This design comes from an exercise in tuning for small area, a short achievable clock period and few clock cycles per item on the open sky130 flow, not from production work. RTL that was checked went through simulation tests only; none was proved equivalent to the original. For runs 1 and 4, only the layout was checked, not whether the RTL still works. Power and IR drop assume default switching activity.

### flow/design.v
package ipdt_pkg;
   localparam int FRAME_BITS = 72;
   localparam int BIT_IDX_W  = $clog2(FRAME_BITS + 1);
   localparam int HIGH_BITS  = FRAME_BITS - 64;
   localparam int HALF_W     = 8;
   localparam int CYC_W      = 10;
   localparam int SPACE_W    = 16;
   localparam int CSR_DATA_W = 16;
   localparam int CSR_IDX_W  = 3;
   localparam logic [HALF_W-1:0]  CARRIER_HALF_RST = 8'd13;
   localparam logic [CYC_W-1:0]   LEAD_BURST_RST   = 10'd322;
   localparam logic [SPACE_W-1:0] LEAD_SPACE_RST   = 16'd4500;
   localparam logic [CYC_W-1:0]   BIT_BURST_RST    = 10'd19;
   localparam logic [SPACE_W-1:0] ONE_SPACE_RST    = 16'd1750;
   localparam logic [SPACE_W-1:0] ZERO_SPACE_RST   = 16'd638;
   localparam logic [CYC_W-1:0]   END_BURST_RST    = 10'd19;
   typedef enum logic [CSR_IDX_W-1:0] {
      REG_CARRIER_HALF = 3'd0,
      REG_LEAD_BURST   = 3'd1,
      REG_LEAD_SPACE   = 3'd2,
      REG_BIT_BURST    = 3'd3,
      REG_ONE_SPACE    = 3'd4,
      REG_ZERO_SPACE   = 3'd5,
      REG_END_BURST    = 3'd6
   } csr_index_type;
   typedef enum logic {
      KIND_TICK  = 1'b0,
      KIND_START = 1'b1
   } kind_type;
   typedef enum logic [5:0] {
      PH_IDLE   = 6'b000001,
      PH_LEAD_B = 6'b000010,
      PH_LEAD_S = 6'b000100,
      PH_BIT_B  = 6'b001000,
      PH_BIT_S  = 6'b010000,
      PH_END_B  = 6'b100000
   } phase_type;
endpackage
import ipdt_pkg::*;
module ir_pulse_distance_transmitter (
   input  logic                  clock,
   input  logic                  reset,
   input  logic                  req_valid,
   output logic                  req_ready,
   input  logic                  req_kind,
   input  logic [63:0]           req_frame_low,
   input  logic [HIGH_BITS-1:0]  req_frame_high,
   output logic                  rsp_valid,
   input  logic                  rsp_ready,
   output logic                  rsp_ir_level,
   output logic                  rsp_busy_res,
   output logic                  rsp_frame_done,
   input  logic                  csr_we,
   input  logic [CSR_IDX_W-1:0]  csr_index,
   input  logic [CSR_DATA_W-1:0] csr_wdata
);
   logic [HALF_W-1:0]  half_r;
   logic [CYC_W-1:0]   lb_r, bb_r, eb_r;
   logic [SPACE_W-1:0] ls_r, os_r, zs_r;
   logic lb_nz, ls_nz, bb_nz, os_nz, zs_nz, eb_nz;
   always_ff @(posedge clock) begin
      if (reset) begin
         half_r <= CARRIER_HALF_RST;
         lb_r   <= LEAD_BURST_RST;
         ls_r   <= LEAD_SPACE_RST;
         bb_r   <= BIT_BURST_RST;
         os_r   <= ONE_SPACE_RST;
         zs_r   <= ZERO_SPACE_RST;
         eb_r   <= END_BURST_RST;
      end else if (csr_we) begin
         case (csr_index)
            REG_CARRIER_HALF: half_r <= csr_wdata[HALF_W-1:0];
            REG_LEAD_BURST:   lb_r   <= csr_wdata[CYC_W-1:0];
            REG_LEAD_SPACE:   ls_r   <= csr_wdata[SPACE_W-1:0];
            REG_BIT_BURST:    bb_r   <= csr_wdata[CYC_W-1:0];
            REG_ONE_SPACE:    os_r   <= csr_wdata[SPACE_W-1:0];
            REG_ZERO_SPACE:   zs_r   <= csr_wdata[SPACE_W-1:0];
            REG_END_BURST:    eb_r   <= csr_wdata[CYC_W-1:0];
            default: ;
         endcase
      end
   end
   always_ff @(posedge clock) begin
      if (reset) begin
         lb_nz <= 1'b1;
         ls_nz <= 1'b1;
         bb_nz <= 1'b1;
         os_nz <= 1'b1;
         zs_nz <= 1'b1;
         eb_nz <= 1'b1;
      end else begin
         lb_nz <= |lb_r;
         ls_nz <= |ls_r;
         bb_nz <= |bb_r;
         os_nz <= |os_r;
         zs_nz <= |zs_r;
         eb_nz <= |eb_r;
      end
   end
   logic lb_nz_now, ls_nz_now;
   assign lb_nz_now = |lb_r;
   assign ls_nz_now = |ls_r;
   logic ne_one, ne_zero;
   assign ne_one  = bb_nz || os_nz;
   assign ne_zero = bb_nz || zs_nz;
   logic ph_lb, ph_ls, ph_bb, ph_bs, ph_eb, ph_be;    
   logic [17:0] cnt;
   logic        cp;                                    
   logic        lt;                                    
   logic [FRAME_BITS:0] f;
   logic        curbit;                                
   logic        rdy_ff;
   logic        ov, ol, ob, od;                        
   logic        sv, sl, sb, sd;                        
   logic busy, burst, space;
   assign busy  = ph_lb | ph_ls | ph_bb | ph_bs | ph_eb;
   assign burst = ph_lb | ph_bb | ph_eb;
   assign space = ph_ls | ph_bs;
   logic [7:0] lo;
   logic [9:0] hi;
   assign lo = cnt[7:0];
   assign hi = cnt[17:8];
   logic lo_is0, lo_is2, hi_is1, half_end;
   assign lo_is0   = (lo == 8'd0);
   assign lo_is2   = (lo == 8'd2);
   assign hi_is1   = (hi == 10'd1);
   assign half_end = (lo[7:1] == 7'd0);
   logic [17:0] cnt_step;
   logic        cp_step, lt_step;
   assign cnt_step[7:0]  = (burst && half_end) ? half_r : lo - 8'd1;
   assign cnt_step[17:8] = (space ? lo_is0 : (half_end && cp)) ? hi - 10'd1 : hi;
   assign cp_step        = burst && (cp ^ half_end);
   assign lt_step = space ? (lo_is2 && (hi[7:0] == 8'd0))
                          : (hi_is1 && ((lo_is2 && cp) ||
                                        (half_end && !cp && (half_r[7:1] == 7'd0))));
   logic [FRAME_BITS:0] ne;
   always_comb
      for (int i = 0; i <= FRAME_BITS; i++) ne[i] = f[i] ? ne_one : ne_zero;
   logic real0, real7, known, skip1, skip8;
   logic or16, or9, or2;
   assign or16 = |f[FRAME_BITS:16];
   assign or9  = or16 || (|f[15:9]);
   assign or2  = or9 || (|f[8:2]);
   assign known = !real0 || ne[0];                     
   assign skip8 = real7 && !(|ne[7:0]);
   assign skip1 = (busy || ph_be) && !known;
   logic accept, is_tick, is_start, start_idle, start_be;
   assign accept     = req_valid && rdy_ff;
   assign is_tick    = accept && !req_kind;
   assign is_start   = accept && req_kind;
   assign start_idle = is_start && !busy;
   assign start_be   = start_idle && !lb_nz_now && !ls_nz_now;
   logic tick_busy, tick_end;
   assign tick_busy = is_tick && busy;
   assign tick_end  = tick_busy && lt;
   logic go_ls, go_bs_cur, go_entry, be_go;
   assign go_ls     = ph_lb && ls_nz;
   assign go_bs_cur = ph_bb && (curbit ? os_nz : zs_nz);
   assign go_entry  = (ph_lb && !ls_nz) || ph_ls || (ph_bb && !go_bs_cur) || ph_bs || ph_be;
   assign be_go     = ph_be && known;
   logic t_bb, t_bs, t_eb, t_enter;
   assign t_enter = go_entry && real0;
   assign t_bb    = t_enter && bb_nz;
   assign t_bs    = go_bs_cur || (t_enter && !bb_nz);
   assign t_eb    = go_entry && !real0 && eb_nz;
   logic done_tick;
   assign done_tick = lt && (ph_eb || (go_entry && !real0 && !eb_nz));
   logic        bitsel, t_lt;
   logic [17:0] t_cnt;
   assign bitsel = go_bs_cur ? curbit : f[0];
   always_comb begin
      if (go_ls)
         t_cnt = {2'b00, ls_r};
      else if (t_bs)
         t_cnt = {2'b00, bitsel ? os_r : zs_r};
      else if (t_bb)
         t_cnt = {bb_r, half_r};
      else
         t_cnt = {eb_r, half_r};
   end
   assign t_lt = go_ls ? (ls_r == 16'd1)
                       : (t_bs && (bitsel ? (os_r == 16'd1) : (zs_r == 16'd1)));
   logic [17:0] s_cnt;
   logic        s_lt;
   assign s_cnt = lb_nz_now ? {lb_r, half_r} : {2'b00, ls_r};
   assign s_lt  = !lb_nz_now && (ls_r == 16'd1);
   logic        seg_done;
   logic [17:0] k_cnt;
   logic        k_cp, k_lt;
   assign seg_done = lt || ph_be;
   assign k_cnt = seg_done ? t_cnt : cnt_step;
   assign k_cp  = !seg_done && cp_step;
   assign k_lt  = seg_done ? t_lt : lt_step;
   logic kind_sel, upd;
   assign kind_sel = req_kind && !busy && !ph_be;
   assign upd      = be_go || (accept && (req_kind ? !busy : busy));
   logic s_lb, s_ls, s_be;
   assign s_lb = lb_nz_now;
   assign s_ls = !lb_nz_now && ls_nz_now;
   assign s_be = !lb_nz_now && !ls_nz_now;
   logic ph_upd;
   assign ph_upd = be_go || start_idle || tick_end;
   logic known_sh, f_tick_shift, f_idle_shift;
   assign known_sh     = (skip1 && skip8) ? ne[8] : ne[1];
   assign f_idle_shift = skip1 || (be_go && real0);
   assign f_tick_shift = skip1 || (lt && t_enter);
   logic entry_lb;
   assign entry_lb = !ls_nz;
   logic stall_s, stall_t, stall_n;
   assign stall_s = s_lt && s_ls;
   assign stall_t = (lt ? t_lt : (lt_step && (ph_ls || ph_bs || (ph_lb && entry_lb))))
                    && !(f_tick_shift ? known_sh : known);
   assign stall_n = (be_go ? t_lt
                           : (lt && (ph_ls || ph_bs || (ph_lb && entry_lb))))
                    && !(f_idle_shift ? known_sh : known);
   logic stall_next;
   assign stall_next = start_idle ? stall_s : (tick_busy ? stall_t : stall_n);
   logic push, r_l, r_b, r_d, be_busy;
   assign be_busy = real0 || eb_nz;
   assign push = (accept && !start_be) || be_go;
   assign r_l  = tick_busy && burst && !cp;
   assign r_b  = be_go ? be_busy : (busy || is_start);
   assign r_d  = be_go ? !be_busy : (tick_busy && done_tick);
   logic pop, sv_next;
   assign pop     = ov && rsp_ready;
   assign sv_next = (sv || push) && ov && !pop;
   logic n_be;
   assign n_be = ph_upd ? (kind_sel && s_be) : ph_be;
   always_ff @(posedge clock) begin
      if (reset) begin
         ph_lb  <= 1'b0;
         ph_ls  <= 1'b0;
         ph_bb  <= 1'b0;
         ph_bs  <= 1'b0;
         ph_eb  <= 1'b0;
         ph_be  <= 1'b0;
         rdy_ff <= 1'b1;
         ov     <= 1'b0;
         sv     <= 1'b0;
      end else begin
         rdy_ff <= !sv_next && !n_be && !stall_next;
         if (!ov || pop) begin
            ov <= sv || push;
            sv <= 1'b0;
         end else if (push) begin
            sv <= 1'b1;
         end
         if (ph_upd) begin
            ph_lb <= kind_sel ? s_lb : 1'b0;
            ph_ls <= kind_sel ? s_ls : go_ls;
            ph_bb <= kind_sel ? 1'b0 : t_bb;
            ph_bs <= kind_sel ? 1'b0 : t_bs;
            ph_eb <= kind_sel ? 1'b0 : t_eb;
            ph_be <= kind_sel ? s_be : 1'b0;
         end
      end
   end
   always_ff @(posedge clock) begin
      if (!ov || pop) begin
         ol <= sv ? sl : r_l;
         ob <= sv ? sb : r_b;
         od <= sv ? sd : r_d;
      end else if (push && !sv) begin
         sl <= r_l;
         sb <= r_b;
         sd <= r_d;
      end
      if (upd) begin
         cnt <= kind_sel ? s_cnt : k_cnt;
         cp  <= !kind_sel && k_cp;
         lt  <= kind_sel ? s_lt : k_lt;
      end
      if (start_idle || (tick_busy ? f_tick_shift : f_idle_shift)) begin
         if (kind_sel) begin
            f     <= {1'b1, req_frame_high, req_frame_low};
            real0 <= 1'b1;
            real7 <= 1'b1;
         end else if (skip1 && skip8) begin
            f     <= {8'd0, f[FRAME_BITS:8]};
            real0 <= or9;
            real7 <= or16;
         end else begin
            f     <= {1'b0, f[FRAME_BITS:1]};
            real0 <= or2;
            real7 <= or9;
         end
      end
      if ((tick_end || be_go) && t_enter) curbit <= f[0];
   end
   assign req_ready      = rdy_ff;
   assign rsp_valid      = ov;
   assign rsp_ir_level   = ol;
   assign rsp_busy_res   = ob;
   assign rsp_frame_done = od;
endmodule
### flow/flow/run.sh
#!/bin/bash
# Layout flow: the standard ORFS flow (standard synthesis unchanged), with
#  - the I/O port buffers made of plain buffers (sky130_fd_sc_hd__buf_2) instead of the
#    delay buffer buffer_ports picks by default; every port still gets its own buffer;
#  - timing repair aiming at 5.25 ns of setup slack.
set -euo pipefail
bash standard.sh "BUFFER_PORTS_ARGS=-buffer_cell sky130_fd_sc_hd__buf_2" SETUP_SLACK_MARGIN=5.25 finish > flow_orfs.log 2>&1
### flow/standard.sh
#!/bin/bash
# synth_recipe.tcl (not shown) runs the flow's synth.tcl, then flattens the netlist and writes it again
# the make line also repeats each setting of config.mk as NAME=value (left out here)
make -C /OpenROAD-flow-scripts/flow DESIGN_CONFIG=/design/flow/config.mk WORK_HOME=/design/flow/orfs CLKGATE_MAP_FILE= SYNTH_SCRIPT=/design/flow/synth_recipe.tcl "${@:-finish}"
### flow/config.mk
export PLATFORM = sky130hd
export DESIGN_NAME = ir_pulse_distance_transmitter
export DESIGN_NICKNAME = ir_pulse_distance_transmitter
export VERILOG_FILES = /design/flow/design.v
export SDC_FILE = /design/flow/constraint.sdc
export NUM_CORES = 4
export LEC_CHECK = 0
export CAP_MARGIN = 20
export CORE_MARGIN = 2
export CORE_UTILIZATION = 70
export SETUP_SLACK_MARGIN = 5
export SLEW_MARGIN = 20
### flow/constraint.sdc
create_clock -name core_clock -period 8.0 [get_ports {clock}]
set_input_delay 1.6000 -clock core_clock [delete_from_list [all_inputs] [get_ports {clock}]]
set_output_delay 1.6000 -clock core_clock [all_outputs]
set_load 0.01 [all_outputs]
==> notes.md, run 1 <==
- Status: complete, no violations
- P_sw: approximately 0.63 mW
- Non-filler instance count after layout: around 1500
- Vias after detailed routing: about 10000
- Max-slew headroom: 33.7%
- Starting density of the core: a little under three quarters
- Mapped Cells: around 1100
- Most frequent cells in the layout: 269 x nand2_1, 102 x edfxtp_1, 100 x buf_2
- CTS max path bufs: 3
- Clk pwr share: between 40% and 50%
- Crit. End Element: register
- Power per cell area: approximately 200 nW/um2
- Worst endpoint required time: approximately 8.4 ns
- Crit path max-delay family: simple AND/OR/NAND/NOR gates
- Post-synth EDFFs: approximately 100
- Total CTS buffers: 22
- Antenna-violating nets left: 0
- DRT iter0 DRCs: between 1500 and 2000
- Post-synth ARST share: 0%
- RSZ-0062 raised after global routing: true
- Pin slew with the least headroom to its limit: 0.985 ns
- Ys flop type: edfxtp_1
- Min Clock Period, post-route: 2.89 ns
- Setup Skew: 0.0131 ns
- Dpl cells: 1371
- Critical Path Stages: 8
- Top Layer Used: met4
- Max stage delay on crit path: around 0.36 ns
- Io pins: between 100 and 150
- CP Cell Sequence: buf_2 -> nand3_1 -> nor3_4 -> buf_4 -> nor4b_2 -> a31oi_1 -> a2111oi_0 -> a211oi_1
- WL met2: roughly 15000 um
- Max Clock Freq: between 300 and 400 MHz
- Power share of the combinational group: a little under an eighth
- Final Max Slew Viols: 0
- Reg2reg end: f[41]
- Sink Count: roughly 200
- DP Area: 11000 um2
- Placeable Area: 14500 um2
- Critical path type: in -> reg
- DPL Wire Length: between 15000 and 20000 um
- DRT met1 WL: around 13000 um
- Diode count: 0
- Share of layout cells above drive strength 1: between 10% and 20%
- Synth-to-Final Area Change: 19.7%
- Switching Fraction: between 20 and 30%
- Flop pwr share: approximately half
- Seq/Total Area, Yosys: 48.6%
- Yosys reg bits: about 200
- Pint: 1.83 mW
- Final net count: 1358
- Initial antenna violation count: 0
- Max cap viols: 0
- GRT Total Usage: around 39%
- Critical Path Start Type: input port
- CP bufs+invs: 2
- Worst reg-to-reg setup slack: 5.16 ns
- Final Hold Violating Endpoints: 0
- Leakage: between 4 and 5 nW
- Metal3 WL: roughly 4800 um
- Root buffer cell: clkbuf_16
- Hold Buf Count CTS: 0
- First-pass GRT wire length: around 49000 um
- Setup-failing EPs final: 0
- Gpl congestion: 0.951
- PortBufs: 101
- Avg Inst Size Synth: 9.09 um2
- Crit path max fanout: 6
- Rows: between 40 and 50
- Sequential cell area: approximately 5000 um2
- Number of fill cells in the layout: 830
- Synthesized area: 10400 um2
- CP Capture Point: rdy_ff
- Chip height: around 130 um
- Worst path arrival time: ~3.3 ns
- Peak supply drop: between 150 and 200 uV
- Slowest CP cell: nor4b_2
- Clock Latency Late Sink: between 0.5 and 0.6 ns
- Grt total ovfl: 0
- Commonest non-fill, non-tap cell in the layout: nand2_1
- DIE WIDTH: 126 um
- DRC Markers: 0
- Synthesis Warnings: 1
- Die footprint: about 16000 um2
- Critical Path Start: req_valid
- Largest net degree at the start of global routing: approximately 110
- Drt pass-1 iters: 6
- H-Tree Depth: 1
- Synth Net Count: ~1300
- CTS tree: done
- DRT Wirelength: approximately 34000 um
- Vias in the first global route: 9199
- Reg2reg start: ph_bb
- Wire per inst: roughly 24 um
- Via/cell ratio: 7.00
- Hold Crit Class: reg -> reg
- Final setup TNS: 0 ns
- Final instance area: ~12000 um2
- Reg2Reg Depth: 7
- Reg clk slew, reported paths: about 0.060 ns
- Final worst path period share: 36.1%
- Synth unique cells: between 60 and 70
- Multi-input gate area: approximately 5300 um2
==> worst reg2reg max path, stage by stage (launching register included) <==
cell	delay [ns]
dfxtp_1	0.40
nor3_1	0.72
nand3_2	0.49
o2111a_2	0.31
buf_12	0.17
clkbuf_16	0.18
mux2i_1	0.21
o21ai_1	0.08
==> layer usage <==
layer  GRT usage (%)  vias to the layer above
li1                -                     4413
met2            59.6                      886
met3            7.18                      181
met4            15.3                        0
met5               0                        -
met1            54.2                     4686
==> power groups by stage <==
| stage | clock (mW) | sequential (mW) | combinational, mW |
|---|---|---|---|
| finish | 0.992 | 1.19 | 0.281 |
| detailed placement | 0 | 1.21 | 0.230 |
| global route | 1.02 | 1.20 | 0.301 |
| global placement | 0 | 1.21 | 0.222 |
| CTS | 0.978 | 1.19 | 0.255 |
| floorplan | 0 | 1.19 | 0.158 |
==> state kept, by name, indices dropped and copies added, names as in the netlist, 8 cells and up <==
name and count:
os_r 16, half_r 8, cnt 18, bb_r 10, zs_r 16, lb_r 10, ls_r 16, eb_r 10
f 73
==> metrics by stage <==
| stage | setup WS (ns) | hold slack [ns] | total power [mW] | util [%] |
|---|---|---|---|---|
| after global routing | 5.01 | 0.502 | 2.52 | 85.7 |
| after CTS | 5.16 | 0.472 | 2.42 | 82.8 |
| after floorplan | 4.93 | 0.440 | 1.35 | - |
| after detailed placement | 4.12 | 0.464 | 1.44 | 75.5 |
| after global placement | 4.20 | 0.456 | 1.43 | 75.4 |
| final | 5.11 | 0.473 | 2.46 | 85.7 |
==> cell type report <==
cell class | count | share of cell area [%]
Multi-Input combinational cell | 863 | 42.7
Sequential cell | 202 | 40.7
Timing Repair Buffer | 142 | 8.16
Clock buffer | 35 | 5.14
Tap cell | 184 | 1.85
Inverter | 19 | 0.813
Clock inverter | 5 | 0.372
Timing Repair inverter | 3 | 0.321
==> worst min path at each step <==
stage              from       end  depth (start not counted)
2_1_floorplan   zs_r[0]     zs_nz                          1
3_3_place_gp   zs_r[10]  zs_r[10]                          2
3_5_place_dp    lb_r[4]   lb_r[4]                          2
4_1_cts         lb_r[2]   lb_r[2]                          2
5_1_grt         bb_r[7]   bb_r[7]                          2
6_report        lb_r[4]   lb_r[4]                          2
==> synth_stat cells, types with 3 or more instances <==
library cell,n,area share (%)
o211ai_1,7,0.50
or2_2,4,0.24
nand2b_1,9,0.54
o22ai_1,5,0.30
buf_12,7,1.3
xnor2_1,6,0.50
edfxtp_1,102,29
nand4_1,9,0.54
and3_1,3,0.18
o31ai_1,4,0.29
mux2_2,11,1.2
nand3_1,45,2.2
clkbuf_1,52,1.9
or4_1,4,0.29
nand2_1,271,9.8
o32ai_1,4,0.34
nor4_1,38,2.3
buf_1,3,0.11
nor2_1,47,1.7
o221ai_1,5,0.42
buf_2,3,0.14
a211oi_1,5,0.36
ha_1,8,0.96
nor4b_1,5,0.42
dfxtp_1,100,19
mux2i_1,88,8.5
or3_1,5,0.30
o21ai_1,60,2.9
nor3_1,22,1.1
a21oi_1,94,4.5
inv_1,18,0.65
o2bb2ai_1,4,0.34
a221oi_1,4,0.34
nor2b_1,7,0.42
o21ai_0,30,1.4
a31oi_1,7,0.42
xor2_1,6,0.50
and2_1,4,0.24
==> cells by family after synthesis <==
family          Yosys count  synth area share (%)
mux                      99                  9.65
simple gates            481                  20.9
compound gates          259                  14.7
xor+xnor                 12                  1.01
fa+ha+maj                 8                 0.961
buf+inv                  84                  4.16
flops                   202                  48.6
==> repair_timing <==
| action | CTS | global route |
|---|---|---|
| pin swaps | 8 | 5 |
| gates resized for setup | 28 | 34 |
| gates cloned | 7 | 7 |
| buffers inserted | 15 | 13 |
| endpoints found under the setup margin | 198 | 197 |
==> inputs of run 2 (changes only) <==
--- a/flow/design.v
+++ b/flow/design.v
@@ -138,10 +138,17 @@
       for (int i = 0; i <= FRAME_BITS; i++) ne[i] = f[i] ? ne_one : ne_zero;
-   logic real0, real7, known, skip1, skip8;
-   logic or16, or9, or2;
+   logic used0, real1, real2, real8;
+   logic or16, or10, or9, or3, or2;
    assign or16 = |f[FRAME_BITS:16];
-   assign or9  = or16 || (|f[15:9]);
-   assign or2  = or9 || (|f[8:2]);
-   assign known = !real0 || ne[0];                     
-   assign skip8 = real7 && !(|ne[7:0]);
-   assign skip1 = (busy || ph_be) && !known;
+   assign or10 = or16 || (|f[15:10]);
+   assign or9  = or10 || f[9];
+   assign or3  = or9 || (|f[8:3]);
+   assign or2  = or3 || f[2];
+   logic idle, nbit, real0, known, skip1, skip8, f_shift;
+   assign idle    = !busy && !ph_be;
+   assign nbit    = used0 ? f[1] : f[0];               
+   assign real0   = used0 ? real2 : real1;             
+   assign known   = !real0 || (nbit ? ne_one : ne_zero);
+   assign skip1   = !idle && !used0 && !known;
+   assign skip8   = real8 && !(|ne[7:0]);
+   assign f_shift = !idle && (used0 || skip1);
    logic accept, is_tick, is_start, start_idle, start_be;
@@ -169,3 +176,3 @@
    logic [17:0] t_cnt;
-   assign bitsel = go_bs_cur ? curbit : f[0];
+   assign bitsel = go_bs_cur ? curbit : nbit;
    always_comb begin
@@ -202,6 +209,8 @@
    assign ph_upd = be_go || start_idle || tick_end;
-   logic known_sh, f_tick_shift, f_idle_shift;
-   assign known_sh     = (skip1 && skip8) ? ne[8] : ne[1];
-   assign f_idle_shift = skip1 || (be_go && real0);
-   assign f_tick_shift = skip1 || (lt && t_enter);
+   logic known_ent, known_stay;
+   assign known_ent  = used0 ? ne[2] : ne[1];
+   assign known_stay = f_shift ? ((skip1 && skip8) ? ne[8] : ne[1]) : known;
+   logic f_tick_shift, f_idle_shift;
+   assign f_idle_shift = be_go && real0;
+   assign f_tick_shift = lt && t_enter;
    logic entry_lb;
@@ -211,6 +220,6 @@
    assign stall_t = (lt ? t_lt : (lt_step && (ph_ls || ph_bs || (ph_lb && entry_lb))))
-                    && !(f_tick_shift ? known_sh : known);
+                    && !(f_tick_shift ? known_ent : known_stay);
    assign stall_n = (be_go ? t_lt
                            : (lt && (ph_ls || ph_bs || (ph_lb && entry_lb))))
-                    && !(f_idle_shift ? known_sh : known);
+                    && !(f_idle_shift ? known_ent : known_stay);
    logic stall_next;
@@ -236,2 +245,3 @@
          ph_be  <= 1'b0;
+         used0  <= 1'b0;
          rdy_ff <= 1'b1;
@@ -241,2 +251,3 @@
          rdy_ff <= !sv_next && !n_be && !stall_next;
+         used0  <= (tick_busy ? f_tick_shift : f_idle_shift);
          if (!ov || pop) begin
@@ -272,18 +283,19 @@
       end
-      if (start_idle || (tick_busy ? f_tick_shift : f_idle_shift)) begin
-         if (kind_sel) begin
-            f     <= {1'b1, req_frame_high, req_frame_low};
-            real0 <= 1'b1;
-            real7 <= 1'b1;
-         end else if (skip1 && skip8) begin
-            f     <= {8'd0, f[FRAME_BITS:8]};
-            real0 <= or9;
-            real7 <= or16;
-         end else begin
-            f     <= {1'b0, f[FRAME_BITS:1]};
-            real0 <= or2;
-            real7 <= or9;
-         end
+      if (idle) begin
+         f     <= {1'b1, req_frame_high, req_frame_low};
+         real1 <= 1'b1;
+         real2 <= 1'b1;
+         real8 <= 1'b1;
+      end else if (skip1 && skip8) begin
+         f     <= {8'd0, f[FRAME_BITS:8]};
+         real1 <= or9;
+         real2 <= or10;
+         real8 <= or16;
+      end else if (f_shift) begin
+         f     <= {1'b0, f[FRAME_BITS:1]};
+         real1 <= or2;
+         real2 <= or3;
+         real8 <= or9;
       end
-      if ((tick_end || be_go) && t_enter) curbit <= f[0];
+      if ((tick_end || be_go) && t_enter) curbit <= nbit;
    end
==> run 2 against run 1 <==
Against the previous run:
- still clean on timing, DRC and antenna
- combinational power increased by 53%
- critical path depth grew 3
- final area is 0.93% lower
- sequential power grew 14%
- power rose by 17%
- first-iteration DRC count shrank 41%
- synthesized area increased by 4.0%
- critical path type is now reg -> reg
==> notes.md, run 2 <==
- Status: complete, no violations (unchanged)
- Setup-failing EPs final: 0 (unchanged)
- Top cells by count, synth: 287 x nand2_1, 108 x mux2i_1, 105 x dfxtp_1 (was 271 x nand2_1, 102 x edfxtp_1, 100 x dfxtp_1)
- DRT Wirelength: 29600 um (was 34200 um)
- Io pins: 102 (unchanged)
- Post-Synth Adder-Cell Area: 0.925% (was 0.961%)
- Ranking of synthesized cells by area: edfxtp_1 27%, dfxtp_1 19%, mux2i_1 10% (was edfxtp_1 29%, dfxtp_1 19%, nand2_1 9.8%)
- Post-synthesis mux area share: 11.0% (was 9.65%)
- Most frequent cells in the layout: 285 x nand2_1, 108 x mux2i_1, 104 x dfxtp_1 (was 269 x nand2_1, 102 x edfxtp_1, 100 x buf_2)
- Pin slew with the least headroom to its limit: 1.02 ns (was 0.985 ns)
- Final worst path period share: 33.6% (was 36.1%)
- Synth-to-Final Area Change: 14.0% (was 19.7%)
- Max cap viols: 0 (unchanged)
- Avg Inst Size Synth: 9.07 um2 (was 9.09 um2)
- Sequential cell area: 5080 um2 (was 5070 um2)
- Power share of the combinational group: 14.9% (was 11.4%)
- Critical path type: reg -> reg (was in -> reg)
- Vias after detailed routing: 9586 (was 10200)
- Starting density of the core: 71.5% (was 71.7%)
- Number of flip-flops in the largest register: 73 (unchanged)
- Post-synth EDFFs: 99 (was 102)
- Flop pwr share: 47.3% (was 48.4%)
- Peak supply drop: 203 uV (was 186 uV)
- Seq/Total Area, Yosys: 46.9% (was 48.6%)
- Max-slew headroom: 32.1% (was 33.7%)
- Share of layout cells above drive strength 1: 15.7% (was 18.9%)
- Grt total ovfl: 0 (unchanged)
- Synth top area share: 27.5% (was 29.4%)
- Setup Skew: 0.00892 ns (was 0.0131 ns)
- Reg with most FFs: f (unchanged)
- Placeable Area: 15100 um2 (was 14500 um2)
- Total CTS buffers: 23 (was 22)
- Post-synth ARST share: 0% (unchanged)
- Synth Area in Compound Gates: 14.0% (was 14.7%)
- Synth Net Count: 1298 (was 1250)
- Commonest non-fill, non-tap cell in the layout: nand2_1 (unchanged)
- Power per cell area: 233 nW/um2 (was 198 nW/um2)
- Critical Path Start: cnt[5] (was req_valid)
- First-pass GRT wire length: 46000 um (was 48800 um)
- Crit. End Element: register (unchanged)
- Diode count: 0 (unchanged)
- PortBufs: 101 (unchanged)
- Final net count: 1382 (was 1358)
- Worst reg-to-reg setup slack: 5.32 ns (was 5.16 ns)
- Clk pwr share: 37.7% (was 40.2%)
- Max Clock Freq: 373 MHz (was 346 MHz)
- HP Start: lb_r[3] (was lb_r[4])
- Hold Buf Count CTS: 0 (unchanged)
- RSZ-0062 raised after global routing: true (unchanged)
- Mapped Cells: 1193 (was 1145)
- Synth unique cells: 74 (was 67)
- Vias in the first global route: 9034 (was 9199)
- GRT Total Usage: 35.1% (was 38.5%)
- Hold Crit Class: reg -> reg (unchanged)
- Critical Path Start Type: register (was input port)
- CTS tree: done (unchanged)
- Slowest CP cell: or4_4 (was nor4b_2)
- Hold_ws: 0.476 ns (was 0.473 ns)
- Crit path max-delay family: simple AND/OR/NAND/NOR gates (unchanged)
- Xor/xnor cell area share of the yosys netlist: 1.13% (was 1.01%)
- Yosys reg bits: 204 (was 202)
- Wire per inst: 20.0 um (was 23.6 um)
- Synthesis Warnings: 1 (unchanged)
- Leakage: 4.63 nW (was 4.47 nW)
- Crit path max fanout: 4 (was 6)
- CP bufs+invs: 0 (was 2)
- Final Hold Violating Endpoints: 0 (unchanged)
- Initial antenna violation count: 0 (unchanged)
- Die footprint: 16500 um2 (was 15900 um2)
- Chip height: 128 um (was 126 um)
- Gpl congestion: 0.901 (was 0.951)
- Min Clock Period, post-route: 2.68 ns (was 2.89 ns)
- Via/cell ratio: 6.47 (was 7.00)
- Largest net degree at the start of global routing: 104 (was 108)
- DRT iter0 DRCs: 977 (was 1660)
- Reg2reg end: rdy_ff (was f[41])
- Rows: 45 (was 44)
- Root buffer cell: clkbuf_16 (unchanged)
- DIE WIDTH: 128 um (was 126 um)
- P_sw: 0.802 mW (was 0.632 mW)
- Pint: 2.08 mW (was 1.83 mW)
- Cell with the most instances after synthesis: nand2_1 (unchanged)
- DRC Markers: 0 (unchanged)
- CTS max path bufs: 3 (unchanged)
- Worst endpoint required time: 8.38 ns (about the same)
- Reg2reg start: cnt[5] (was ph_bb)
- Reg2Reg Depth: 11 (was 7)
- CP Cell Sequence: or4_4 -> or3_4 -> nor2_2 -> ha_1 -> nor4b_2 -> nand4_1 -> nor2_1 -> a21oi_1 -> nor3_1 -> o311a_1 -> nor3_2 (was buf_2 -> nand3_1 -> nor3_4 -> buf_4 -> nor4b_2 -> a31oi_1 -> a2111oi_0 -> a211oi_1)
- Simple-gate share of the synthesized area: 22.4% (was 20.9%)
- Drt pass-1 iters: 5 (was 6)
- Synthesized area: 10800 um2 (was 10400 um2)
- Number of fill cells in the layout: 998 (was 830)
- Largest family of logic cells by synthesized area: simple AND/OR/NAND/NOR gates (unchanged)
- Switching Fraction: 27.9% (was 25.7%)
- Reg clk slew, reported paths: 0.06 ns (about the same)
- Final setup TNS: 0 ns (unchanged)
- Critical Path Stages: 11 (was 8)
- Sink Count: 204 (was 202)
- Max stage delay on crit path: 0.56 ns (was 0.36 ns)
- H-Tree Depth: 1 (unchanged)
- Cell taking the most area after synthesis: edfxtp_1 (unchanged)
- Final Max Slew Viols: 0 (unchanged)
- Multi-input gate area: 5460 um2 (was 5320 um2)
- Clock Latency Late Sink: 0.50 ns (was 0.51 ns)
- Antenna-violating nets left: 0 (unchanged)
- Worst path arrival time: 3.07 ns (was 3.27 ns)
- CP Capture Point: rdy_ff (unchanged)
- Ys flop type: dfxtp_1 (was edfxtp_1)
- Top flop regs: f: 73 flops, cnt: 18 flops (unchanged)
- DPL Wire Length: 20100 um (was 19200 um)
[run 2: cell type report]
class                           count  area share (%)
Timing Repair Buffer              123            5.87
Inverter                           16           0.507
Tap cell                          188            1.91
Multi-Input combinational cell    909            44.3
Sequential cell                   204            41.1
Clock inverter                     13            1.19
Clock buffer                       28            5.15
[run 2: logic make-up (layout without fill, tap and decap cells)]
kind of cell | count (synthesis) | in the layout
AND/OR/NAND/NOR | 518 | 519
AO/OA/AOI/OAI | 252 | 252
flip-flops | 204 | 204
multiplexers | 116 | 116
buffers and inverters | 81 | 180
XOR/XNOR | 14 | 14
adder cells (fa/ha/maj) | 8 | 8
[run 2: worst min-delay path by stage]
stage | endpoint | slack, ns | cells past startpoint
after floorplan | os_r[13] | 0.44 | 2
after global placement | os_r[13] | 0.46 | 2
after detailed placement | lb_r[3] | 0.47 | 2
after CTS | lb_r[3] | 0.47 | 2
after global routing | lb_r[0] | 0.49 | 2
final | lb_r[3] | 0.48 | 2
[run 2: power groups by stage]
stage	combinational, mW	sequential, mW	clock, mW
after floorplan	0.296	1.33	0
after global placement	0.386	1.37	0
after detailed placement	0.399	1.37	0
after CTS	0.406	1.36	1.08
after global routing	0.472	1.37	1.12
final	0.430	1.36	1.09
[run 2: through the flow]
stage	power [mW]	instance area [um2]	instances	setup slack (ns)	util, %
after floorplan	1.63	10900	1193	5.25	-
after global placement	1.76	11300	1426	4.54	74.9
after detailed placement	1.77	11400	1427	4.48	75.0
after CTS	2.85	12200	1470	5.22	80.5
after global routing	2.97	12300	1481	5.20	81.5
final	2.88	12300	1481	5.32	81.5
[run 2: what timing repair did]
| item | 4_1_cts | 5_1_grt |
|---|---|---|
| resized for setup | 11 | 8 |
| setup buffers | 1 | 9 |
| endpoints found under the setup margin | 132 | 144 |
| pin swaps | 1 | 3 |
| gates cloned | 1 | 1 |
[run 2: worst register-to-register path, delay by kind of cell (launching register included)]
| family | cells | cell delay (ns) |
|---|---|---|
| AND/OR/NAND/NOR | 8 | 1.70 |
| adder cells (fa/ha/maj) | 1 | 0.17 |
| AO/OA/AOI/OAI | 2 | 0.29 |
| flip-flops | 1 | 0.42 |
[run 2: layer usage]
metal	part of all wire, %	track usage, %
met1	40	44.8
met2	49	61.3
met3	7.1	4.53
met4	3.8	13.1
met5	0	0
Testbench counts of run 2, summed over its fixed seeds: cycles 48,788, beats 48,704.
==> inputs of run 3 (changes only) <==
==> flow/flow/run.sh (replaced) <==
#!/bin/bash
# Layout flow: the standard ORFS flow (standard synthesis unchanged), with the I/O port
# buffers made of plain buffers (sky130_fd_sc_hd__buf_2) instead of the cell buffer_ports
# picks by default (a delay buffer). Every port still gets its own buffer.
set -euo pipefail
bash standard.sh "BUFFER_PORTS_ARGS=-buffer_cell sky130_fd_sc_hd__buf_2" finish > flow_orfs.log 2>&1
==> run 3 against run 2 <==
Against the previous run:
- still clean on timing, DRC and antenna
- clock power shrank 6%
- combinational power down 4%
- clock-buffer cell count is 1 lower
- fmax is 8.2% lower
- critical path type unchanged
- largest cell class unchanged
- largest power group unchanged
==> notes.md, run 3 <==
- Critical path type: reg -> reg (unchanged)
- Vias after detailed routing: 9553 (was 9586)
- Worst endpoint required time: 8.26 ns (was 8.38 ns)
- Via/cell ratio: 6.51 (was 6.47)
- Max-slew headroom: 30.3% (was 32.1%)
- Final Core Density: 80.0% (was 81.5%)
- PortBufs: 101 (unchanged)
- RSZ-0062 raised after global routing: true (unchanged)
- Sink Count: 204 (unchanged)
- H-Tree Depth: 1 (unchanged)
- Ranking of synthesized cells by area: edfxtp_1 27%, dfxtp_1 19%, mux2i_1 10% (unchanged)
- Final worst slack: 5.08 ns (was 5.32 ns)
- DIE WIDTH: 128 um (unchanged)
- Rows: 45 (unchanged)
- Hold Crit Class: reg -> reg (unchanged)
- Hold Buf Count CTS: 0 (unchanged)
- Reg2Reg Depth: 7 (was 11)
- Critical Path Start Type: register (unchanged)
- Top flop regs: f: 73 flops, cnt: 18 flops (unchanged)
- Max stage delay on crit path: 0.57 ns (was 0.56 ns)
- Leakage: 4.52 nW (was 4.63 nW)
- Antenna-violating nets left: 0 (unchanged)
- Avg Inst Size Synth: 9.07 um2 (unchanged)
- Pre-CTS setup slack: 4.56 ns (was 4.48 ns)
- Starting density of the core: 71.5% (unchanged)
- Crit path max fanout: 15 (was 4)
- Commonest non-fill, non-tap cell in the layout: nand2_1 (unchanged)
- Wire per inst: 20.1 um (was 20.0 um)
- Number of flip-flops in the largest register: 73 (unchanged)
- Synth-to-Final Area Change: 11.9% (was 14.0%)
- Final Hold Violating Endpoints: 0 (unchanged)
- Peak supply drop: 182 uV (was 203 uV)
- Vias in the first global route: 8962 (was 9034)
- Non-filler instance count after layout: 1468 (was 1481)
- Reg clk slew, reported paths: 0.06 ns (about the same)
- Chip height: 128 um (unchanged)
- Ys flop type: dfxtp_1 (unchanged)
- Drt pass-1 iters: 5 (unchanged)
- DPL Wire Length: 19800 um (was 20100 um)
- Crit. End Element: register (unchanged)
- Cell taking the most area after synthesis: edfxtp_1 (unchanged)
- CTS tree: done (unchanged)
- Die footprint: 16500 um2 (unchanged)
- Clock Latency Late Sink: 0.51 ns (was 0.50 ns)
- CTS max path bufs: 3 (unchanged)
- Most frequent cells in the layout: 284 x nand2_1, 108 x mux2i_1, 105 x dfxtp_1 (was 285 x nand2_1, 108 x mux2i_1, 104 x dfxtp_1)
- Pin slew with the least headroom to its limit: 1.04 ns (was 1.02 ns)
- CP Capture Point: cnt[2] (was rdy_ff)
- Mapped Cells: 1193 (unchanged)
- Initial antenna violation count: 0 (unchanged)
- Synthesis Warnings: 1 (unchanged)
- Synthesized area: 10800 um2 (unchanged)
- Largest net degree at the start of global routing: 104 (unchanged)
- Io pins: 102 (unchanged)
- DRC Markers: 0 (unchanged)
- Reg2reg end: cnt[2] (was rdy_ff)
- Synth Net Count: 1298 (unchanged)
- Grt total ovfl: 0 (unchanged)
- Status: complete, no violations (unchanged)
- Setup-failing EPs final: 0 (unchanged)
- Reg with most FFs: f (unchanged)
- Worst reg-to-reg setup slack: 5.08 ns (was 5.32 ns)
- CP bufs+invs: 1 (was 0)
- CP Cell Sequence: mux2i_4 -> inv_4 -> a21oi_4 -> mux2i_1 -> a31oi_1 -> o221ai_1 -> a21oi_1 (was or4_4 -> or3_4 -> nor2_2 -> ha_1 -> nor4b_2 -> nand4_1 -> nor2_1 -> a21oi_1 -> nor3_1 -> o311a_1 -> nor3_2)
- Final net count: 1369 (was 1382)
- Cell with the most instances after synthesis: nand2_1 (unchanged)
- Seq/Total Area, Yosys: 46.9% (unchanged)
- Gpl congestion: 0.911 (was 0.901)
- Dpl cells: 1426 (was 1427)
- Final Max Slew Viols: 0 (unchanged)
- Power per cell area: 231 nW/um2 (was 233 nW/um2)
- Reg2reg start: used0 (was cnt[5])
- Max cap viols: 0 (unchanged)
- Post-synth EDFFs: 99 (unchanged)
- Placeable Area: 15100 um2 (unchanged)
- Min Clock Period, post-route: 2.92 ns (was 2.68 ns)
- Post-synth ARST share: 0% (unchanged)
- Setup Skew: 0.0108 ns (was 0.00892 ns)
- DRT iter0 DRCs: 947 (was 977)
- Max Clock Freq: 342 MHz (was 373 MHz)
- Final worst path period share: 36.6% (was 33.6%)
- Share of layout cells above drive strength 1: 14.3% (was 15.7%)
- DRT Wirelength: 29400 um (was 29600 um)
- Diode count: 0 (unchanged)
- Top cells by count, synth: 287 x nand2_1, 108 x mux2i_1, 105 x dfxtp_1 (unchanged)
- Slowest CP cell: dfxtp_1 (was or4_4)
- Synth unique cells: 74 (unchanged)
- GRT Total Usage: 35.1% (about the same)
- Critical Path Start: used0 (was cnt[5])
- Critical Path Stages: 7 (was 11)
- Final setup TNS: 0 ns (unchanged)
- Crit path max-delay family: compound AO/OA/AOI/OAI gates (was simple AND/OR/NAND/NOR gates)
- Synth top area share: 27.5% (unchanged)
- Yosys reg bits: 204 (unchanged)
- First-pass GRT wire length: 45900 um (was 46000 um)
- Root buffer cell: clkbuf_16 (unchanged)
- Total CTS buffers: 22 (was 23)
- Worst path arrival time: 3.18 ns (was 3.07 ns)
[run 3: worst register-to-register path, delay by kind of cell, from the launching register on]
kind	cells	cell delay, ns
mux	2	0.94
buf+inv	1	0.11
compound gates	4	1.07
flops	1	0.57
[run 3: final cells by class]
cell class / instances / area (um2)
clock buffers: 27 / 611
inverters: 16 / 62.6
repair buffers: 110 / 593
multi-input cells: 910 / 5420
well taps: 188 / 235
fillers: 1037 / 3030
flip-flops and latches: 204 / 5070
clock inverters: 13 / 120
[run 3: power by group]
| group | total [mW] | internal [mW] | leakage, nW | switching, mW |
|---|---|---|---|---|
| clock network | 1.03 | 0.608 | 0.364 | 0.417 |
| registers | 1.36 | 1.25 | 1.86 | 0.112 |
| logic | 0.413 | 0.155 | 2.30 | 0.258 |
[run 3: metrics by stage]
step           hold WS [ns]  cell area, um2  power [mW]
6_report              0.475           12100        2.80
5_1_grt               0.491           12100        2.89
4_1_cts               0.475           12100        2.79
3_5_place_dp          0.465           11300        1.77
3_3_place_gp          0.457           11300        1.75
2_1_floorplan         0.443           10800        1.62
[run 3: worst min-delay path by stage]
stage / from / to / slack, ns / cells after the start
3_3_place_gp: eb_r[8] / eb_r[8] / 0.46 / 2
6_report: zs_r[8] / zs_r[8] / 0.47 / 2
4_1_cts: eb_r[7] / eb_r[7] / 0.47 / 2
2_1_floorplan: os_r[13] / os_r[13] / 0.44 / 2
5_1_grt: zs_r[8] / zs_r[8] / 0.49 / 2
3_5_place_dp: eb_r[7] / eb_r[7] / 0.47 / 2
[run 3: kinds of logic after synthesis]
group	Yosys count	share of synthesized area, %
adder cells (fa/ha/maj)	8	0.925
AND/OR/NAND/NOR	518	22.4
buffers and inverters	81	3.63
multiplexers	116	11.0
XOR/XNOR	14	1.13
AO/OA/AOI/OAI	252	14.0
flip-flops	204	46.9
[run 3: what timing repair did]
action                     in CTS  in global routing
buffers inserted                0                  0
pin swaps                       1                  1
gates resized for setup         4                  7
gates cloned                    1                  1
setup endpoints to repair      85                 93
[run 3: layer usage]
metal | global-route usage (%) | wire length, um | share of wire [%] | vias to the layer above
met1 | 45.8 | 11500 | 39 | 4494
met5 | 0 | 0 | 0 | -
met3 | 4.32 | 2200 | 7.5 | 98
met2 | 59.6 | 14400 | 49 | 484
met4 | 14.6 | 1280 | 4.3 | 0
li1 | - | - | - | 4477
==> inputs of run 4 (changes only) <==
--- a/flow/design.v
+++ b/flow/design.v
@@ -60,23 +60,13 @@
    logic lb_nz, ls_nz, bb_nz, os_nz, zs_nz, eb_nz;
+   logic [6:0] cfg_en;
+   always_comb
+      for (int k = 0; k < 7; k++) cfg_en[k] = reset || (csr_we && (csr_index == 3'(k)));
    always_ff @(posedge clock) begin
-      if (reset) begin
-         half_r <= CARRIER_HALF_RST;
-         lb_r   <= LEAD_BURST_RST;
-         ls_r   <= LEAD_SPACE_RST;
-         bb_r   <= BIT_BURST_RST;
-         os_r   <= ONE_SPACE_RST;
-         zs_r   <= ZERO_SPACE_RST;
-         eb_r   <= END_BURST_RST;
-      end else if (csr_we) begin
-         case (csr_index)
-            REG_CARRIER_HALF: half_r <= csr_wdata[HALF_W-1:0];
-            REG_LEAD_BURST:   lb_r   <= csr_wdata[CYC_W-1:0];
-            REG_LEAD_SPACE:   ls_r   <= csr_wdata[SPACE_W-1:0];
-            REG_BIT_BURST:    bb_r   <= csr_wdata[CYC_W-1:0];
-            REG_ONE_SPACE:    os_r   <= csr_wdata[SPACE_W-1:0];
-            REG_ZERO_SPACE:   zs_r   <= csr_wdata[SPACE_W-1:0];
-            REG_END_BURST:    eb_r   <= csr_wdata[CYC_W-1:0];
-            default: ;
-         endcase
-      end
+      if (cfg_en[REG_CARRIER_HALF]) half_r <= reset ? CARRIER_HALF_RST : csr_wdata[HALF_W-1:0];
+      if (cfg_en[REG_LEAD_BURST])   lb_r   <= reset ? LEAD_BURST_RST : csr_wdata[CYC_W-1:0];
+      if (cfg_en[REG_LEAD_SPACE])   ls_r   <= reset ? LEAD_SPACE_RST : csr_wdata[SPACE_W-1:0];
+      if (cfg_en[REG_BIT_BURST])    bb_r   <= reset ? BIT_BURST_RST : csr_wdata[CYC_W-1:0];
+      if (cfg_en[REG_ONE_SPACE])    os_r   <= reset ? ONE_SPACE_RST : csr_wdata[SPACE_W-1:0];
+      if (cfg_en[REG_ZERO_SPACE])   zs_r   <= reset ? ZERO_SPACE_RST : csr_wdata[SPACE_W-1:0];
+      if (cfg_en[REG_END_BURST])    eb_r   <= reset ? END_BURST_RST : csr_wdata[CYC_W-1:0];
    end
==> flow/flow/run.sh (replaced) <==
#!/bin/bash
# Layout flow: the standard ORFS flow (standard synthesis unchanged), with
#  - the I/O port buffers made of plain buffers (sky130_fd_sc_hd__buf_2) instead of the
#    delay buffer buffer_ports picks by default; every port still gets its own buffer;
#  - timing repair aiming at 5.25 ns of setup slack.
set -euo pipefail
bash standard.sh "BUFFER_PORTS_ARGS=-buffer_cell sky130_fd_sc_hd__buf_2" SETUP_SLACK_MARGIN=5.25 finish > flow_orfs.log 2>&1
==> run 4 against run 3 <==
Against the previous run:
- register-to-register slack gained 0.19 ns
- clock skew grew 0.0030 ns
- non-clock buffer count increased by 6
- setup slack improved by 0.14 ns
- still clean
- global-route usage is 1.4 points lower
- via count down 13%
- sequential share of layout area grew 7.6 points
- synthesized area is 2.7% lower
- core utilization increased by 2.2 points
- clock-buffer cell count decreased by 4
- critical path depth rose by 1
==> notes.md, run 4 <==
- Status: complete, no violations (unchanged)
- Pint: 1.98 mW (was 2.01 mW)
- Clock Latency Late Sink: 0.51 ns (about the same)
- GRT Total Usage: 33.7% (was 35.1%)
- Avg Inst Size Synth: 11.1 um2 (was 9.07 um2)
- Ys flop type: edfxtp_1 (was dfxtp_1)
- Pin slew with the least headroom to its limit: 1.03 ns (was 1.04 ns)
- Reg2reg end: rdy_ff (was cnt[2])
- Top flop regs: f: 73 flops, cnt: 18 flops (unchanged)
- Min Clock Period, post-route: 2.78 ns (was 2.92 ns)
- Crit. End Element: register (unchanged)
- Ranking of synthesized cells by area: edfxtp_1 53%, mux2i_1 9.5%, nand2_1 5.5% (was edfxtp_1 27%, dfxtp_1 19%, mux2i_1 10%)
- Drt pass-1 iters: 6 (was 5)
- Reg with most FFs: f (unchanged)
- Final net count: 1143 (was 1369)
- Reg clk slew, reported paths: 0.06 ns (about the same)
- Commonest non-fill, non-tap cell in the layout: edfxtp_1 (was nand2_1)
- Synth unique cells: 64 (was 74)
- Diode count: 0 (unchanged)
- Power share of the combinational group: 10.6% (was 14.8%)
- Placeable Area: 14600 um2 (was 15100 um2)
- Hold Crit Class: reg -> reg (unchanged)
- Design Power: 2.66 mW (was 2.80 mW)
- Synthesized area: 10500 um2 (was 10800 um2)
- Sequential cell area: 5940 um2 (was 5070 um2)
- Mapped Cells: 947 (was 1193)
- Io pins: 102 (unchanged)
- Final Hold Violating Endpoints: 0 (unchanged)
- RSZ-0062 raised after global routing: true (unchanged)
- DPL Wire Length: 18200 um (was 19800 um)
- Yosys reg bits: 204 (unchanged)
- DIE WIDTH: 127 um (was 128 um)
- Critical Path Start: req_valid (was used0)
- Die footprint: 16000 um2 (was 16500 um2)
- Multi-input gate area: 4410 um2 (was 5420 um2)
- Critical Path Start Type: input port (was register)
- Flop pwr share: 52.0% (was 48.5%)
- Peak supply drop: 209 uV (was 182 uV)
- Sink Count: 204 (unchanged)
- Pre-CTS setup slack: 4.06 ns (was 4.56 ns)
- Worst Hold Depth: 2 (unchanged)
- CTS max path bufs: 3 (unchanged)
- PortBufs: 101 (unchanged)
- Final worst path period share: 34.8% (was 36.6%)
- Final setup TNS: 0 ns (unchanged)
- Root buffer cell: clkbuf_16 (unchanged)
- Clk pwr share: 37.3% (was 36.7%)
- Crit path max fanout: 11 (was 15)
- Final Max Slew Viols: 0 (unchanged)
- Seq/Total Area, Yosys: 56.4% (was 46.9%)
- DRT Wirelength: 27500 um (was 29400 um)
- Max cap viols: 0 (unchanged)
- Grt total ovfl: 0 (unchanged)
- Synth top area share: 52.8% (was 27.5%)
- Most frequent cells in the layout: 185 x edfxtp_1, 149 x nand2_1, 100 x buf_2 (was 284 x nand2_1, 108 x mux2i_1, 105 x dfxtp_1)
- Number of flip-flops in the largest register: 73 (unchanged)
- Synth Net Count: 1052 (was 1298)
- Max Clock Freq: 360 MHz (was 342 MHz)
- Reg2reg start: f[1] (was used0)
- DP Area: 11100 um2 (was 11300 um2)
- Synthesis Warnings: 1 (unchanged)
- Wire per inst: 22.2 um (was 20.1 um)
- Setup Skew: 0.0138 ns (was 0.0108 ns)
- Number of fill cells in the layout: 882 (was 1037)
- Starting density of the core: 72.2% (was 71.5%)
- Post-synth EDFFs: 185 (was 99)
- Post-synth ARST share: 0% (unchanged)
- First-pass GRT wire length: 42300 um (was 45900 um)
- Gpl congestion: 0.934 (was 0.911)
- Final instance area: 12000 um2 (was 12100 um2)
- CP Capture Point: rdy_ff (was cnt[2])
- Initial antenna violation count: 0 (unchanged)
- Cell with the most instances after synthesis: edfxtp_1 (was nand2_1)
- DRT iter0 DRCs: 1096 (was 947)
- H-Tree Depth: 1 (unchanged)
- Vias after detailed routing: 8353 (was 9553)
- Switching Fraction: 25.5% (was 28.2%)
- Largest net degree at the start of global routing: 86 (was 104)
- Via/cell ratio: 6.75 (was 6.51)
- Vias in the first global route: 7932 (was 8962)
- Share of layout cells above drive strength 1: 19.8% (was 14.3%)
- DRC Markers: 0 (unchanged)
- Total CTS buffers: 21 (was 22)
- Reg2Reg Depth: 9 (was 7)
- Synth-to-Final Area Change: 13.8% (was 11.9%)
- Top cells by count, synth: 185 x edfxtp_1, 155 x nand2_1, 100 x mux2i_1 (was 287 x nand2_1, 108 x mux2i_1, 105 x dfxtp_1)
- CTS tree: done (unchanged)
- Max-slew headroom: 31.5% (was 30.3%)
- Worst path arrival time: 3.19 ns (was 3.18 ns)
- Rows: 44 (was 45)
- Worst endpoint required time: 8.41 ns (was 8.26 ns)
- Chip height: 127 um (was 128 um)
- Final worst slack: 5.22 ns (was 5.08 ns)
- Critical path type: in -> reg (was reg -> reg)
- Power per cell area: 222 nW/um2 (was 231 nW/um2)
- P_sw: 0.679 mW (was 0.787 mW)
- Leakage: 4.45 nW (was 4.52 nW)
- Worst reg-to-reg setup slack: 5.27 ns (was 5.08 ns)
- Setup-failing EPs final: 0 (unchanged)
- Antenna-violating nets left: 0 (unchanged)
- Cell taking the most area after synthesis: edfxtp_1 (unchanged)
[run 4: kinds of logic after synthesis]
group	after synthesis	synth area share, %
compound gates	187	11.0
simple gates	372	17.0
mux	106	10.3
fa+ha+maj	8	0.951
xor+xnor	13	1.08
buf+inv	57	3.33
flops	204	56.4
[run 4: critical path, stage by stage]
cell      delay, ns
buf_2          0.15
nand2_8        0.08
a211oi_4       0.30
nand2_2        0.15
and3_4         0.23
mux2i_1        0.21
o221ai_1       0.17
o31ai_2        0.31
[run 4: area by class of cell]
class | count | area share (%)
Sequential cell | 204 | 49.5
Multi-Input combinational cell | 687 | 36.8
Timing Repair Buffer | 116 | 5.76
Clock buffer | 23 | 4.45
Tap cell | 184 | 1.92
Clock inverter | 15 | 1.29
Inverter | 8 | 0.261
[run 4: metrics by stage]
step	hold slack [ns]	instances	utilization, %
finish	0.488	1237	82.2
global placement	0.470	1188	75.8
floorplan	0.440	947	-
global route	0.513	1237	82.2
CTS	0.494	1231	81.4
detailed placement	0.483	1188	75.8
[run 4: timing repair]
item	4_1_cts	5_1_grt
hold buffers	0	0
resized for setup	19	9
setup endpoints to repair	183	153
setup buffers	3	5
pin swaps	3	1
cloned	2	1
[run 4: power groups by stage]
stage	sequential (mW)	combinational, mW	clock, mW
after floorplan	1.36	0.187	0
after global placement	1.40	0.252	0
after detailed placement	1.40	0.261	0
after CTS	1.38	0.269	0.991
after global routing	1.39	0.311	1.03
final	1.38	0.283	0.993
[run 4: worst min path at each step]
stage / from / endpoint
floorplan: bb_r[4] / bb_nz
global placement: eb_r[4] / eb_nz
detailed placement: eb_r[0] / eb_nz
CTS: eb_r[3] / eb_nz
global route: eb_r[3] / eb_nz
finish: eb_r[3] / eb_nz
[run 4: metal layers]
layer	part of all wire, %	global-route usage, %	vias to the layer above
met4	4.6	14.1	0
met1	37	44.0	3900
met3	8.9	4.43	120
li1	-	-	3766
met5	0	0	-
met2	49	57.4	567
==> inputs of run 5 (changes only) <==
--- a/flow/design.v
+++ b/flow/design.v
@@ -214,4 +214,2 @@
                     && !(f_idle_shift ? known_ent : known_stay);
-   logic stall_next;
-   assign stall_next = start_idle ? stall_s : (tick_busy ? stall_t : stall_n);
    logic push, r_l, r_b, r_d, be_busy;
@@ -225,2 +223,9 @@
    assign sv_next = (sv || push) && ov && !pop;
+   logic blocked, rdy_start, rdy_tick, rdy_none, rdy_next;
+   assign blocked   = ov && !rsp_ready;
+   assign rdy_start = busy ? !stall_n : (!s_be && !stall_s);
+   assign rdy_tick  = busy ? !stall_t : !stall_n;
+   assign rdy_none  = !(ph_be && !be_go) && !stall_n;
+   assign rdy_next  = accept ? (!blocked && (req_kind ? rdy_start : rdy_tick))
+                             : (rdy_none && !((sv || be_go) && blocked));
    logic n_be;
@@ -240,3 +245,3 @@
       end else begin
-         rdy_ff <= !sv_next && !n_be && !stall_next;
+         rdy_ff <= rdy_next;
          used0  <= (tick_busy ? f_tick_shift : f_idle_shift);
==> run 5 against run 4 <==
Against the previous run:
- via count decreased by 0.13%
- sequential share of layout area decreased by 0.45 points
- synthesized cell count increased by 1.5%
- synthesized area increased by 0.14%
- clock skew increased by 0.0027 ns
- sequential power about the same
- combinational power decreased by 6%
- routed wire length decreased by 1.0%
- largest cell class unchanged
- fmax increased by 2.9%
- setup slack improved by 0.078 ns
- still clean on timing, DRC and antenna
==> notes.md, run 5 <==
- Worst Hold Depth: 2 (unchanged)
- Number of flip-flops in the largest register: 73 (unchanged)
- Clk pwr share: 38.7% (was 37.3%)
- Setup Skew: 0.0165 ns (was 0.0138 ns)
- Synthesis Warnings: 1 (unchanged)
- DPL Wire Length: 19000 um (was 18200 um)
- CTS max path bufs: 3 (unchanged)
- Post-synth ARST share: 0% (unchanged)
- Power share of the combinational group: 10.0% (was 10.6%)
- Final setup TNS: 0 ns (unchanged)
- Switching Fraction: 24.1% (was 25.5%)
- Hold Crit Class: reg -> reg (unchanged)
- CP Cell Sequence: mux2i_4 -> inv_4 -> o21ai_4 -> nand4_1 -> a2111oi_4 -> a31oi_1 -> o31ai_1 -> o211ai_1 (was buf_2 -> nand2_8 -> a211oi_4 -> nand2_2 -> and3_4 -> mux2i_1 -> o221ai_1 -> o31ai_2)
- Most frequent cells in the layout: 185 x edfxtp_1, 123 x nand2_1, 100 x buf_2 (was 185 x edfxtp_1, 149 x nand2_1, 100 x buf_2)
- Synthesized area: 10500 um2 (about the same)
- DRT iter0 DRCs: 1396 (was 1096)
- Leakage: 4.97 nW (was 4.45 nW)
- CP bufs+invs: 1 (unchanged)
- Die footprint: 16100 um2 (was 16000 um2)
- Non-filler instance count after layout: 1244 (was 1237)
- Max-slew headroom: 24.6% (was 31.5%)
- Drt pass-1 iters: 6 (unchanged)
- Grt total ovfl: 0 (unchanged)
- Max stage delay on crit path: 0.47 ns (was 0.31 ns)
- Initial antenna violation count: 0 (unchanged)
- Reg2Reg Depth: 8 (was 9)
- Critical Path Stages: 8 (unchanged)
- DIE WIDTH: 127 um (about the same)
- Worst endpoint required time: 8.35 ns (was 8.41 ns)
- Max Clock Freq: 370 MHz (was 360 MHz)
- Final Hold Violating Endpoints: 0 (unchanged)
- Synth unique cells: 68 (was 64)
- Io pins: 102 (unchanged)
- Chip height: 127 um (about the same)
- Total CTS buffers: 21 (unchanged)
- DRC Markers: 0 (unchanged)
- Avg Inst Size Synth: 11.0 um2 (was 11.1 um2)
- GRT Total Usage: 33.7% (about the same)
- Synth-to-Final Area Change: 14.7% (was 13.8%)
- Root buffer cell: clkbuf_16 (unchanged)
- Share of layout cells above drive strength 1: 20.1% (was 19.8%)
- Reg clk slew, reported paths: 0.06 ns (about the same)
- Flop pwr share: 51.4% (was 52.0%)
- Hold Buf Count CTS: 0 (unchanged)
- Antenna-violating nets left: 0 (unchanged)
- Starting density of the core: 72.0% (was 72.2%)
- Cell with the most instances after synthesis: edfxtp_1 (unchanged)
- Peak supply drop: 170 uV (was 209 uV)
- Worst path arrival time: 3.06 ns (was 3.19 ns)
- Crit path max-delay family: compound AO/OA/AOI/OAI gates (unchanged)
- Via/cell ratio: 6.71 (was 6.75)
- Hold_ws: 0.506 ns (was 0.488 ns)
- Pint: 2.03 mW (was 1.98 mW)
- RSZ-0062 raised after global routing: true (unchanged)
- Top flop regs: f: 73 flops, cnt: 18 flops (unchanged)
- Design Power: 2.67 mW (was 2.66 mW)
- Critical path type: reg -> reg (was in -> reg)
- Ranking of synthesized cells by area: edfxtp_1 53%, mux2i_1 7.4%, nand2_1 4.7% (was edfxtp_1 53%, mux2i_1 9.5%, nand2_1 5.5%)
- Status: complete, no violations (unchanged)
- Synth top area share: 52.7% (was 52.8%)
- Setup-failing EPs final: 0 (unchanged)
- Rows: 44 (unchanged)
- Slowest CP cell: dfxtp_2 (was o31ai_2)
- DP Area: 11100 um2 (about the same)
- DRT Wirelength: 27200 um (was 27500 um)
- Final net count: 1151 (was 1143)
- Commonest non-fill, non-tap cell in the layout: edfxtp_1 (unchanged)
- Min Clock Period, post-route: 2.70 ns (was 2.78 ns)
- Diode count: 0 (unchanged)
- Synth Net Count: 1066 (was 1052)
- Reg with most FFs: f (unchanged)
- CTS tree: done (unchanged)
- Max cap viols: 0 (unchanged)
- Pin slew with the least headroom to its limit: 1.13 ns (was 1.03 ns)
- Dpl cells: 1198 (was 1188)
- Critical Path Start Type: register (was input port)
- Wire per inst: 21.9 um (was 22.2 um)
- Vias after detailed routing: 8342 (was 8353)
- First-pass GRT wire length: 42400 um (was 42300 um)
- Crit. End Element: register (unchanged)
- Top cells by count, synth: 185 x edfxtp_1, 132 x nand2_1, 84 x o21ai_0 (was 185 x edfxtp_1, 155 x nand2_1, 100 x mux2i_1)
- Seq/Total Area, Yosys: 56.3% (was 56.4%)
- Power per cell area: 221 nW/um2 (was 222 nW/um2)
- Sink Count: 204 (unchanged)
- Post-synth EDFFs: 185 (unchanged)
- Crit path max fanout: 8 (was 11)
- Mapped Cells: 961 (was 947)
- Final Max Slew Viols: 0 (unchanged)
- Final instance area: 12100 um2 (was 12000 um2)
- Vias in the first global route: 7764 (was 7932)
- Placeable Area: 14600 um2 (about the same)
- Final worst path period share: 33.8% (was 34.8%)
- Cell taking the most area after synthesis: edfxtp_1 (unchanged)
- Yosys reg bits: 204 (unchanged)
- Clock Latency Late Sink: 0.50 ns (was 0.51 ns)
- P_sw: 0.645 mW (was 0.679 mW)
- Gpl congestion: 1.04 (was 0.934)
- Largest net degree at the start of global routing: 132 (was 86)
- H-Tree Depth: 1 (unchanged)
- Ys flop type: edfxtp_1 (unchanged)
- PortBufs: 101 (unchanged)
## run 5: layout make-up
class	count	area, um2
sequential	204	5940
multi-input combinational	689	4510
fill	856	2540
timing repair buffer	115	644
clock buffer	26	544
tap	184	230
clock inverter	11	175
inverter	15	60.1
## run 5: power by group through the flow
stage | Combinational, mW | Clock, mW | Sequential (mW)
global route | 0.294 | 1.07 | 1.38
global placement | 0.242 | 0 | 1.38
detailed placement | 0.248 | 0 | 1.39
CTS | 0.255 | 1.04 | 1.37
floorplan | 0.172 | 0 | 1.35
finish | 0.266 | 1.03 | 1.37
## run 5: path summary, 6_finish.rpt
check,from,end,slack (ns)
max,used0,rdy_ff,5.30
min reg2reg,real8,real8,0.51
max reg2reg,used0,rdy_ff,5.30
min,real8,real8,0.51
## run 5: layer usage
metal | GRT usage (%) | vias to the layer above | part of all wire (%)
met3 | 5.82 | 49 | 11
met2 | 49.8 | 573 | 45
li1 | - | 3817 | -
met4 | 8.79 | 0 | 2.2
met1 | 52.7 | 3903 | 42
met5 | 0 | - | 0
## run 5: logic make-up after synthesis
logic type / count (synthesis) / synth area share [%]
buffers and inverters: 68 / 2.85
DFF: 204 / 56.3
adders and majority gates: 8 / 0.949
muxes: 86 / 8.39
xor gates and xnor gates: 14 / 1.16
AOI/OAI and AO/OA: 218 / 12.9
and+or+nand+nor: 363 / 17.5
## run 5: per-stage QoR
stage | worst slack, ns | util [%]
2_1_floorplan | 5.25 | -
3_3_place_gp | 4.30 | 76.0
3_5_place_dp | 4.17 | 76.0
4_1_cts | 5.23 | 81.7
5_1_grt | 5.24 | 82.6
6_report | 5.30 | 82.6
## run 5: repair_timing
action / in CTS / in global routing
resized for setup: 23 / 17
cloned: 0 / 0
buffers inserted: 1 / 8
pin swaps: 0 / 6
setup endpoints to repair: 243 / 154
## run 5: worst reg2reg max path: cells and delay by family (launching register included)
kind,cells,cell delay (ns)
AO/OA/AOI/OAI,5,1.37
buffers and inverters,1,0.09
flip-flops,1,0.47
multiplexers,1,0.39
AND/OR/NAND/NOR,1,0.23
Testbench counts of run 5, summed over its fixed seeds: cycles 48,788, beats 48,704.

-- afterwards: timing with drivers on the ports --
The results above use ideal ports. As a check the final layouts listed here were re-extracted and re-timed, cells and wires unchanged. Step 1 assumes that a clkbuf_16 drives the clock port and a buf_2 every other input. Step 2 adds t to the input delays and takes it off the output delays; t is the mean of the earliest and latest rising clock arrival at the registers after step 1. Input paths then give back, and output paths get back, about the clock's delay inside the block. a / b / c = ideal ports / drivers / drivers and shift; a / b = the first two.
| run | t, ns | setup WS [ns] | slew at the worst register clock pin (ns) | worst slew at a driven data input, ns |
|---|---|---|---|---|
| run 1 | 0.549 | 5.109 / 5.132 / 4.583 | 0.07 / 0.07 | 0.07 |
| run 2 | 0.543 | 5.316 / 5.316 / 4.807 | 0.06 / 0.06 | 0.03 |
| run 3 | 0.545 | 5.075 / 5.075 / 4.697 | 0.06 / 0.06 | 0.04 |
| run 4 | 0.546 | 5.219 / 5.239 / 4.694 | 0.07 / 0.07 | 0.06 |
| run 5 | 0.533 | 5.297 / 5.273 / 4.802 | 0.06 / 0.06 | 0.04 |
After both steps setup and hold are still met in every run listed. For run 1, which loses most, drivers alone change the setup slack by +0.023 ns; drivers and shift together by -0.526 ns.
